What follows belongs to an exercise in optimizing a design on an open flow for small area, a short achievable clock period and few clock cycles per item; a production flow would make more cautious choices.
Function was checked by simulation only, so behaviour that the tests miss may differ from the original.
Power is estimated from default activity; no workload was simulated.

--- flow/design.v ---
`default_nettype none
package nsab_pkg;
  localparam int unsigned ADDR_VAL_W      = 16;
  localparam int unsigned SYM_NUM_W       = 6;
  localparam int unsigned ENTRY_W         = ADDR_VAL_W + SYM_NUM_W;
  localparam int unsigned TABLE_DEPTH_DEF = 64;
  localparam int unsigned IN_DATA_W  = 32;
  localparam int unsigned IN_USER_W  = 2;
  localparam int unsigned OUT_DATA_W = 24;
  localparam logic [1:0] OP_INSERT = 2'd0;
  localparam logic [1:0] OP_LOOKUP = 2'd1;
  localparam logic [1:0] OP_CLEAR  = 2'd2;
  localparam logic [1:0] OP_NOP    = 2'd3;
  localparam int unsigned MAX_INFLIGHT = 7;
  localparam int unsigned CLEAR_GAP = 1;
endpackage
`default_nettype wire
`default_nettype none
module nsab_ram #(
  parameter int unsigned DEPTH = 64
) (
  input  wire logic                              clk,
  input  wire logic                              rst,
  input  wire logic                              ins,       
  input  wire logic                              clr,       
  input  wire logic [nsab_pkg::ADDR_VAL_W-1:0]   x,         
  output logic                                   full,
  output logic [DEPTH-1:0]                       le,        
  output logic [nsab_pkg::ADDR_VAL_W-1:0][DEPTH-1:0] col   
);
  localparam int unsigned VAL_W = nsab_pkg::ADDR_VAL_W;
  localparam int unsigned NUM_W = nsab_pkg::SYM_NUM_W;
  logic [VAL_W-1:0] val [DEPTH];
  logic [NUM_W:0]   count;
  logic [DEPTH-1:0] valid;
  function automatic logic gt16(input logic [VAL_W-1:0] a, input logic [VAL_W-1:0] b);
    logic [VAL_W-1:0] g, l;
    g = a & ~b;
    l = ~a & b;
    for (int w = 1; w < VAL_W; w = w * 2) begin
      for (int k = 0; k + w < VAL_W; k = k + 2 * w) begin
        g[k] = g[k+w] | (~l[k+w] & g[k]);
        l[k] = l[k+w] | (~g[k+w] & l[k]);
      end
    end
    gt16 = g[0];
  endfunction
  assign full = count[NUM_W];
  always_comb begin
    for (int i = 0; i < DEPTH; i++) begin
      valid[i] = (count > (NUM_W+1)'(i));
      le[i]    = valid[i] & ~gt16(val[i], x);
    end
    for (int b = 0; b < VAL_W; b++) begin
      for (int i = 0; i < DEPTH; i++) begin
        col[b][i] = val[i][b];
      end
    end
  end
  always_ff @(posedge clk) begin
    for (int i = 0; i < DEPTH; i++) begin
      if (ins && count[NUM_W-1:0] == NUM_W'(i)) begin
        val[i] <= x;
      end
    end
  end
  always_ff @(posedge clk) begin
    if (rst || clr) begin
      count <= '0;
    end else if (ins) begin
      count <= count + (NUM_W+1)'(1);
    end
  end
endmodule
`default_nettype wire
`default_nettype none
module nsab_ctrl (
  input  wire logic                              clk,
  input  wire logic                              rst,
  input  wire logic                              s_tvalid,
  output logic                                   s_tready,
  input  wire logic [nsab_pkg::IN_DATA_W-1:0]    s_tdata,
  input  wire logic [nsab_pkg::IN_USER_W-1:0]    s_tuser,
  input  wire logic                              out_fire,
  output logic                                   a_v,
  output logic                                   a_ins,
  output logic                                   a_lk,
  output logic                                   a_clr,
  output logic [nsab_pkg::ADDR_VAL_W-1:0]        a_x
);
  localparam int unsigned VAL_W = nsab_pkg::ADDR_VAL_W;
  localparam logic [2:0]  N     = 3'(nsab_pkg::MAX_INFLIGHT);
  logic [2:0] inflight;
  logic [2:0] inflight_next;
  logic [1:0] gap;
  logic [1:0] gap_next;
  logic       lk_d1;
  logic       lk_d2;
  logic       in_fire;
  logic       rdy;
  assign in_fire       = s_tvalid & rdy;
  assign s_tready      = rdy;
  assign inflight_next = inflight + 3'(in_fire) - 3'(out_fire);
  always_comb begin
    if (in_fire && s_tuser == nsab_pkg::OP_CLEAR) begin
      gap_next = lk_d1 ? 2'd2 : (lk_d2 ? 2'd1 : 2'd0);
    end else begin
      gap_next = (gap != 2'd0) ? gap - 2'd1 : 2'd0;
    end
  end
  always_ff @(posedge clk) begin
    if (rst) begin
      inflight <= '0;
      gap      <= '0;
      lk_d1    <= 1'b0;
      lk_d2    <= 1'b0;
      rdy      <= 1'b1;
      a_v      <= 1'b0;
    end else begin
      inflight <= inflight_next;
      gap      <= gap_next;
      lk_d1    <= in_fire & (s_tuser == nsab_pkg::OP_LOOKUP);
      lk_d2    <= lk_d1;
      rdy      <= (inflight_next != N) & (gap_next == 2'd0);
      a_v      <= in_fire;
    end
  end
  always_ff @(posedge clk) begin
    a_ins <= (s_tuser == nsab_pkg::OP_INSERT);
    a_lk  <= (s_tuser == nsab_pkg::OP_LOOKUP);
    a_clr <= (s_tuser == nsab_pkg::OP_CLEAR);
    a_x   <= (s_tuser == nsab_pkg::OP_INSERT) ? s_tdata[VAL_W-1:0] : s_tdata[2*VAL_W-1:VAL_W];
  end
endmodule
`default_nettype wire
`default_nettype none
module nsab_dp #(
  parameter int unsigned TABLE_DEPTH = nsab_pkg::TABLE_DEPTH_DEF
) (
  input  wire logic                              clk,
  input  wire logic                              rst,
  input  wire logic                              a_v,
  input  wire logic                              a_ins,
  input  wire logic                              a_lk,
  input  wire logic                              a_clr,
  input  wire logic [nsab_pkg::ADDR_VAL_W-1:0]   a_x,
  output logic                                   m_tvalid,
  input  wire logic                              m_tready,
  output logic      [nsab_pkg::OUT_DATA_W-1:0]   m_tdata,
  output logic                                   out_fire
);
  localparam int unsigned D     = TABLE_DEPTH;
  localparam int unsigned VAL_W = nsab_pkg::ADDR_VAL_W;
  localparam int unsigned NUM_W = nsab_pkg::SYM_NUM_W;
  localparam int unsigned OUT_W = nsab_pkg::OUT_DATA_W;
  localparam int unsigned QD    = nsab_pkg::MAX_INFLIGHT - 1;
  logic             full;
  logic [D-1:0]     le;
  logic [VAL_W-1:0][D-1:0] col;    
  nsab_ram #(
    .DEPTH (D)
  ) u_table (
    .clk  (clk),
    .rst  (rst),
    .ins  (a_v & a_ins & ~full),
    .clr  (a_v & a_clr),
    .x    (a_x),
    .full (full),
    .le   (le),
    .col  (col)
  );
  function automatic logic [D+1:0] step2(input logic [D-1:0] c, input logic [D-1:0] vh,
                                         input logic [D-1:0] vl);
    logic ah, ahl, al0, al;
    ah  = |(c & vh);
    ahl = |(c & vh & vl);
    al0 = |(c & vl);
    al  = ah ? ahl : al0;
    step2 = {ah, al, c & (vh | {D{~ah}}) & (vl | {D{~al}})};
  endfunction
  logic             s1_v, s2_v, s3_v, s4_v;
  logic             s1_lk, s2_lk, s3_lk, s4_lk;
  logic             s1_full, s2_full, s3_full, s4_full;
  logic [D-1:0]     s1_c, s2_c, s3_c, s4_c;
  logic [15:14]     s1_r;
  logic [15:10]     s2_r;
  logic [15:6]      s3_r;
  logic [15:2]      s4_r;
  logic [D+1:0]     t15, t13, t11, t9, t7, t5, t3, t1;
  assign t15 = step2(le,           col[15], col[14]);
  assign t13 = step2(s1_c,         col[13], col[12]);
  assign t11 = step2(t13[D-1:0],   col[11], col[10]);
  assign t9  = step2(s2_c,         col[9],  col[8]);
  assign t7  = step2(t9[D-1:0],    col[7],  col[6]);
  assign t5  = step2(s3_c,         col[5],  col[4]);
  assign t3  = step2(t5[D-1:0],    col[3],  col[2]);
  assign t1  = step2(s4_c,         col[1],  col[0]);
  always_ff @(posedge clk) begin
    if (rst) begin
      s1_v <= 1'b0;
      s2_v <= 1'b0;
      s3_v <= 1'b0;
      s4_v <= 1'b0;
    end else begin
      s1_v <= a_v;
      s2_v <= s1_v;
      s3_v <= s2_v;
      s4_v <= s3_v;
    end
  end
  always_ff @(posedge clk) begin
    s1_lk   <= a_lk;
    s1_full <= a_ins & full;
    s1_c    <= t15[D-1:0];
    s1_r    <= t15[D+1:D];
    s2_lk   <= s1_lk;
    s2_full <= s1_full;
    s2_c    <= t11[D-1:0];
    s2_r    <= {s1_r, t13[D+1:D], t11[D+1:D]};
    s3_lk   <= s2_lk;
    s3_full <= s2_full;
    s3_c    <= t7[D-1:0];
    s3_r    <= {s2_r, t9[D+1:D], t7[D+1:D]};
    s4_lk   <= s3_lk;
    s4_full <= s3_full;
    s4_c    <= t3[D-1:0];
    s4_r    <= {s3_r, t5[D+1:D], t3[D+1:D]};
  end
  function automatic logic [NUM_W:0] prienc(input logic [D-1:0] c);
    logic [D-1:0]             any_l;
    logic [D-1:0][NUM_W-1:0]  idx_l;
    any_l = c;
    idx_l = '0;
    for (int lv = 0; lv < NUM_W; lv++) begin
      for (int k = 0; k < (D >> (lv + 1)); k++) begin
        idx_l[k] = any_l[2*k+1] ? (idx_l[2*k+1] | NUM_W'(1 << lv)) : idx_l[2*k];
        any_l[k] = any_l[2*k+1] | any_l[2*k];
      end
    end
    prienc = {any_l[0], idx_l[0]};
  endfunction
  logic             found;
  logic [NUM_W-1:0] idx;
  assign {found, idx} = prienc(t1[D-1:0]);
  logic [OUT_W-1:0] res;
  assign res = {s4_full,
                {VAL_W{s4_lk}} & {s4_r, t1[D+1:D]},
                {NUM_W{s4_lk}} & idx,
                s4_lk & found};
  logic [OUT_W-1:0] q [QD];
  logic [2:0]       q_rd;
  logic [2:0]       q_wr;
  logic [2:0]       q_n;
  logic             head_free;
  logic             q_pop;
  logic             q_push;
  assign out_fire  = m_tvalid & m_tready;
  assign head_free = ~m_tvalid | m_tready;
  assign q_pop     = head_free & (q_n != '0);
  assign q_push    = s4_v & ~(head_free & (q_n == '0));
  always_ff @(posedge clk) begin
    if (rst) begin
      m_tvalid <= 1'b0;
    end else if (head_free) begin
      m_tvalid <= (q_n != '0) | s4_v;
    end
  end
  always_ff @(posedge clk) begin
    if (head_free) begin
      m_tdata <= (q_n != '0) ? q[q_rd] : res;
    end
  end
  always_ff @(posedge clk) begin
    if (rst) begin
      q_rd <= '0;
      q_wr <= '0;
      q_n  <= '0;
    end else begin
      if (q_pop) begin
        q_rd <= (q_rd == 3'(QD - 1)) ? '0 : q_rd + 3'd1;
      end
      if (q_push) begin
        q_wr <= (q_wr == 3'(QD - 1)) ? '0 : q_wr + 3'd1;
      end
      q_n <= q_n + 3'(q_push) - 3'(q_pop);
    end
  end
  always_ff @(posedge clk) begin
    if (q_push) begin
      q[q_wr] <= res;
    end
  end
endmodule
`default_nettype wire
`default_nettype none
module nearest_symbol_at_or_below #(
  parameter int unsigned TABLE_DEPTH = nsab_pkg::TABLE_DEPTH_DEF
) (
  input  wire logic                            clk,
  input  wire logic                            rst,
  input  wire logic                            s_tvalid,
  output logic                                 s_tready,
  input  wire logic [nsab_pkg::IN_DATA_W-1:0]  s_tdata,
  input  wire logic [nsab_pkg::IN_USER_W-1:0]  s_tuser,
  output logic                                 m_tvalid,
  input  wire logic                            m_tready,
  output logic      [nsab_pkg::OUT_DATA_W-1:0] m_tdata
);
  logic                               a_v;
  logic                               a_ins;
  logic                               a_lk;
  logic                               a_clr;
  logic [nsab_pkg::ADDR_VAL_W-1:0]    a_x;
  logic                               out_fire;
  nsab_ctrl u_ctrl (
    .clk      (clk),
    .rst      (rst),
    .s_tvalid (s_tvalid),
    .s_tready (s_tready),
    .s_tdata  (s_tdata),
    .s_tuser  (s_tuser),
    .out_fire (out_fire),
    .a_v      (a_v),
    .a_ins    (a_ins),
    .a_lk     (a_lk),
    .a_clr    (a_clr),
    .a_x      (a_x)
  );
  nsab_dp #(
    .TABLE_DEPTH (TABLE_DEPTH)
  ) u_dp (
    .clk      (clk),
    .rst      (rst),
    .a_v      (a_v),
    .a_ins    (a_ins),
    .a_lk     (a_lk),
    .a_clr    (a_clr),
    .a_x      (a_x),
    .m_tvalid (m_tvalid),
    .m_tready (m_tready),
    .m_tdata  (m_tdata),
    .out_fire (out_fire)
  );
endmodule
`default_nettype wire
--- flow/run.sh ---
#!/bin/bash
# synth_recipe.tcl (not shown) runs the flow's synth.tcl, then flattens the netlist and writes it again
# the make line also repeats each setting of config.mk as NAME=value (left out here)
make -C /OpenROAD-flow-scripts/flow DESIGN_CONFIG=/design/flow/config.mk WORK_HOME=/design/flow/orfs CLKGATE_MAP_FILE= SYNTH_SCRIPT=/design/flow/synth_recipe.tcl finish
--- flow/config.mk ---
export PLATFORM = sky130hd
export DESIGN_NAME = nearest_symbol_at_or_below
export DESIGN_NICKNAME = nearest_symbol_at_or_below
export VERILOG_FILES = /design/flow/design.v
export SDC_FILE = /design/flow/constraint.sdc
export NUM_CORES = 4
export LEC_CHECK = 0
export CAP_MARGIN = 20
export CORE_MARGIN = 2
export CORE_UTILIZATION = 50
export CTS_BUF_LIST = sky130_fd_sc_hd__clkbuf_4 sky130_fd_sc_hd__clkbuf_8
export SETUP_SLACK_MARGIN = 5
export SLEW_MARGIN = 20
--- flow/constraint.sdc ---
create_clock -name core_clock -period 10.0 [get_ports {clk}]
set_input_delay 2.0000 -clock core_clock [delete_from_list [all_inputs] [get_ports {clk}]]
set_output_delay 2.0000 -clock core_clock [all_outputs]
set_load 0.01 [all_outputs]
==> reports/qor.csv, run 1 <==
stage,metric,value,unit
global_route,track_usage,76.4,%
synth,yosysTopAreaCellShare,43.0,%
synth,synth_ff_type,edfxtp_1,
global_route,grt_pass1_wl,931000,um
clock_tree,cts-buffers-inserted,288,
synth,synthTopCellsByCount,"edfxtp_1 (1,192), o21ai_0 (604), a21oi_1 (517), nand3_1 (427), inv_1 (426)",
global_route,grt_pass1_vias,96800,
placement,port_buffers,63,
synth,ys_seq_area_share,51.3,%
placement,place_congestion,1.26,
synth,yosysMostFrequentCell,edfxtp_1,
clock_tree,cts-htree-levels,5,
die,initial_core_util,50.4,%
clock_tree,clockBufferDepth,4,
synth,synth_edf_count,1192,
synth,ys_top_cells_by_area,"edfxtp_1 (43%), dfxtp_1 (8.4%), o21ai_0 (3.6%)",
run_status,outcome,stopped before the end,
global_route,grt-ovfl-total,1546,
die,rows,149,
synth,ys_types,93,
placement,dp_hpwl,407000,um
synth,synth_cells,8018,
run_status,error_line,[ERROR GRT-0116] Global routing finished with congestion. Check the congestion regions in the DRC Viewer.,
synth,yosys_warnings,4,
synth,synth_top_cell_by_area,edfxtp_1,
run_status,haltStage,global routing,
synth,syn_avg_cell_area,10.4,sq um
clock_tree,clock-sinks,1540,
die,io_pins,64,
synth,syn_area,83300,sq um
die,die_h,412,um
die,fp.dieW,412,um
synth,ys_ff_latch,1540,
clock_tree,cts_root_buf,clkbuf_8,
synth,async_flop_share,0,%
global_route,grt_max_degree,84,
-- per-stage QoR --
step                setup WS (ns)  area [sq um]  total power, W  util (%)  instances
floorplan                    5.02         83300         0.00815         -       8018
global placement             2.81         87300         0.00884      52.9      10100
detailed placement           2.78         87400         0.00888      52.9      10100
CTS                          4.97         96700          0.0154      58.6      10700
-- timing repair --
item	4_1_cts
endpoints found under the setup margin	312
cloned	12
buffers inserted	85
gates resized for setup	511
hold buffers	0
pin swaps	53
-- power groups by stage --
stage	logic [W]	clock network (W)	registers (W)
after floorplan	0.000897	0	0.00725
after global placement	0.00156	0	0.00728
after detailed placement	0.00159	0	0.00729
after CTS	0.00175	0.00646	0.00714
-- per-layer routing --
layer  track usage [%]  overflow
met5              29.5         1
met4              70.8       550
met3              62.5         5
met2              91.2       985
met1              79.1         5
-- cell families after synthesis --
| kind of cell | share of synthesized area, % |
|---|---|
| DFF | 51.3 |
| buffers and inverters | 4.13 |
| xor gates and xnor gates | 0.105 |
| AOI/OAI and AO/OA | 26.0 |
| muxes | 1.20 |
| adders and majority gates | 3.63 |
| and+or+nand+nor | 13.5 |
-- worst max path at each step --
stage	from	endpoint	slack, ns	cells past startpoint
after floorplan	u_ctrl.a_x[2]	u_dp.s1_c[17]	5.02	18
after global placement	u_ctrl.a_x[4]	u_dp.s1_c[39]	2.81	16
after detailed placement	u_ctrl.a_x[4]	u_dp.s1_c[29]	2.78	16
after CTS	u_ctrl.a_x[1]	u_dp.s1_c[54]	4.97	15
Testbench counts, summed over its fixed seeds: cycles 7,356, items 7,200.
==> run 2, diff against run 1 <==
==> flow/flow/run.sh (new file) <==
#!/bin/bash
set -euo pipefail
bash standard.sh \
  SETUP_SLACK_MARGIN=5.8 \
  REMOVE_ABC_BUFFERS=1 \
  "CTS_ARGS=-sink_clustering_enable -repair_clock_nets -dont_use_dummy_load" \
  finish > make_finish.log 2>&1
==> flow/standard.sh (new file) <==
#!/bin/bash
# synth_recipe.tcl (not shown) runs the flow's synth.tcl, then flattens the netlist and writes it again
# the make line also repeats each setting of config.mk as NAME=value (left out here)
make -C /OpenROAD-flow-scripts/flow DESIGN_CONFIG=/design/flow/config.mk WORK_HOME=/design/flow/orfs CLKGATE_MAP_FILE= SYNTH_SCRIPT=/design/flow/synth_recipe.tcl "${@:-finish}"
--- a/flow/config.mk
+++ b/flow/config.mk
@@ -7,7 +7,6 @@
 export LEC_CHECK = 0
 export CAP_MARGIN = 20
 export CORE_MARGIN = 2
-export CORE_UTILIZATION = 50
-export CTS_BUF_LIST = sky130_fd_sc_hd__clkbuf_4 sky130_fd_sc_hd__clkbuf_8
-export SETUP_SLACK_MARGIN = 5
+export CORE_UTILIZATION = 38
 export SLEW_MARGIN = 20
+export TNS_END_PERCENT = 10
removed: flow/run.sh
==> run 2 against run 1 <==
  * The flow again stops in global routing
  * Synthesized area unchanged
  * Synthesized cell count stayed put
==> reports/qor.csv, run 2 <==
stage,metric,value,unit,change
run_status,error_line,[ERROR GRT-0116] Global routing finished with congestion. Check the congestion regions in the DRC Viewer.,,
synth,ys_types,93,,unchanged
run_status,haltStage,global routing,,
run_status,outcome,stopped before the end,,
synth,ys_seq_area_share,51.3,%,unchanged
clock_tree,cts-htree-levels,4,,-1
global_route,grt-ovfl-total,42,,
clock_tree,cts_root_buf,clkbuf_16,,
synth,async_flop_share,0,%,unchanged
synth,yosysMostFrequentCell,edfxtp_1,,
die,die_h,472,um,+15%
placement,dp_hpwl,475000,um,+16%
die,initial_core_util,38.3,%,-12 points
clock_tree,clock-sinks,1540,,unchanged
synth,syn_area,83300,sq um,unchanged
synth,syn_avg_cell_area,10.4,sq um,unchanged
global_route,grt_pass1_wl,928000,um,
synth,synthTopCellsByCount,"edfxtp_1 (1,192), o21ai_0 (604), a21oi_1 (517), nand3_1 (427), inv_1 (426)",,
global_route,grt_pass1_vias,88600,,
clock_tree,cts_hold_buf,0,,unchanged
die,io_pins,64,,unchanged
die,fp.dieW,472,um,+15%
die,rows,171,,+15%
synth,yosysTopAreaCellShare,43.0,%,unchanged
synth,synth_cells,8018,,unchanged
synth,ys_top_cells_by_area,"edfxtp_1 (43%), dfxtp_1 (8.4%), o21ai_0 (3.6%)",,
synth,yosys_warnings,4,,unchanged
clock_tree,cts-buffers-inserted,180,,-38%
synth,ys_ff_latch,1540,,unchanged
synth,synth_ff_type,edfxtp_1,,
synth,synth_edf_count,1192,,unchanged
placement,port_buffers,63,,unchanged
placement,place_congestion,1.16,,-7.7%
synth,synth_top_cell_by_area,edfxtp_1,,
clock_tree,clockBufferDepth,3,,-1
global_route,track_usage,61.8,%,
global_route,grt_max_degree,89,,
[run 2: cell counts after synthesis]
No cell type changed its count.
[run 2: through the flow]
step / util [%] / area (sq um) / hold WS [ns] / std cells / worst slack (ns)
floorplan: - / 81500 / 0.310 / 7573 / -4.05
global placement: 40.8 / 88900 / 0.312 / 10800 / 1.49
detailed placement: 40.9 / 89000 / 0.312 / 10800 / 1.74
CTS: 45.2 / 98300 / 0.318 / 11100 / 4.49
[run 2: kinds of logic after synthesis]
kind of cell	count (synthesis)	synth area share (%)
buffers and inverters	882	4.13
adder cells (fa/ha/maj)	298	3.63
AO/OA/AOI/OAI	3036	26.0
flip-flops	1540	51.3
AND/OR/NAND/NOR	2184	13.5
multiplexers	68	1.20
XOR/XNOR	10	0.105
[run 2: power groups by stage]
stage	logic [W]	clock network (W)	registers [W]
floorplan	0.000752	0	0.00737
global placement	0.00167	0	0.00729
detailed placement	0.00168	0	0.00730
CTS	0.00190	0.00575	0.00715
[run 2: how the worst max path moves through the flow]
stage | slack, ns | to | start | cells after the start
4_1_cts | 4.49 | u_dp.s1_c[33] | u_ctrl.a_x[0] | 16
3_5_place_dp | 1.74 | u_dp.s3_c[9] | u_dp.u_table.val[34][9] | 17
3_3_place_gp | 1.49 | u_dp.s3_c[9] | u_dp.u_table.val[33][9] | 17
2_1_floorplan | -4.05 | u_dp.s2_c[3] | u_dp.u_table.val[17][13] | 12
[run 2: repair_timing]
action                     CTS
setup endpoints to repair  315
gates cloned                26
gates resized for setup    602
setup buffers              119
pin swaps                   92
[run 2: per-layer routing]
metal,GRT overflow,track usage [%]
met1,0,63.8
met2,26,82.9
met3,0,37.3
met4,16,63.1
met5,0,8.63
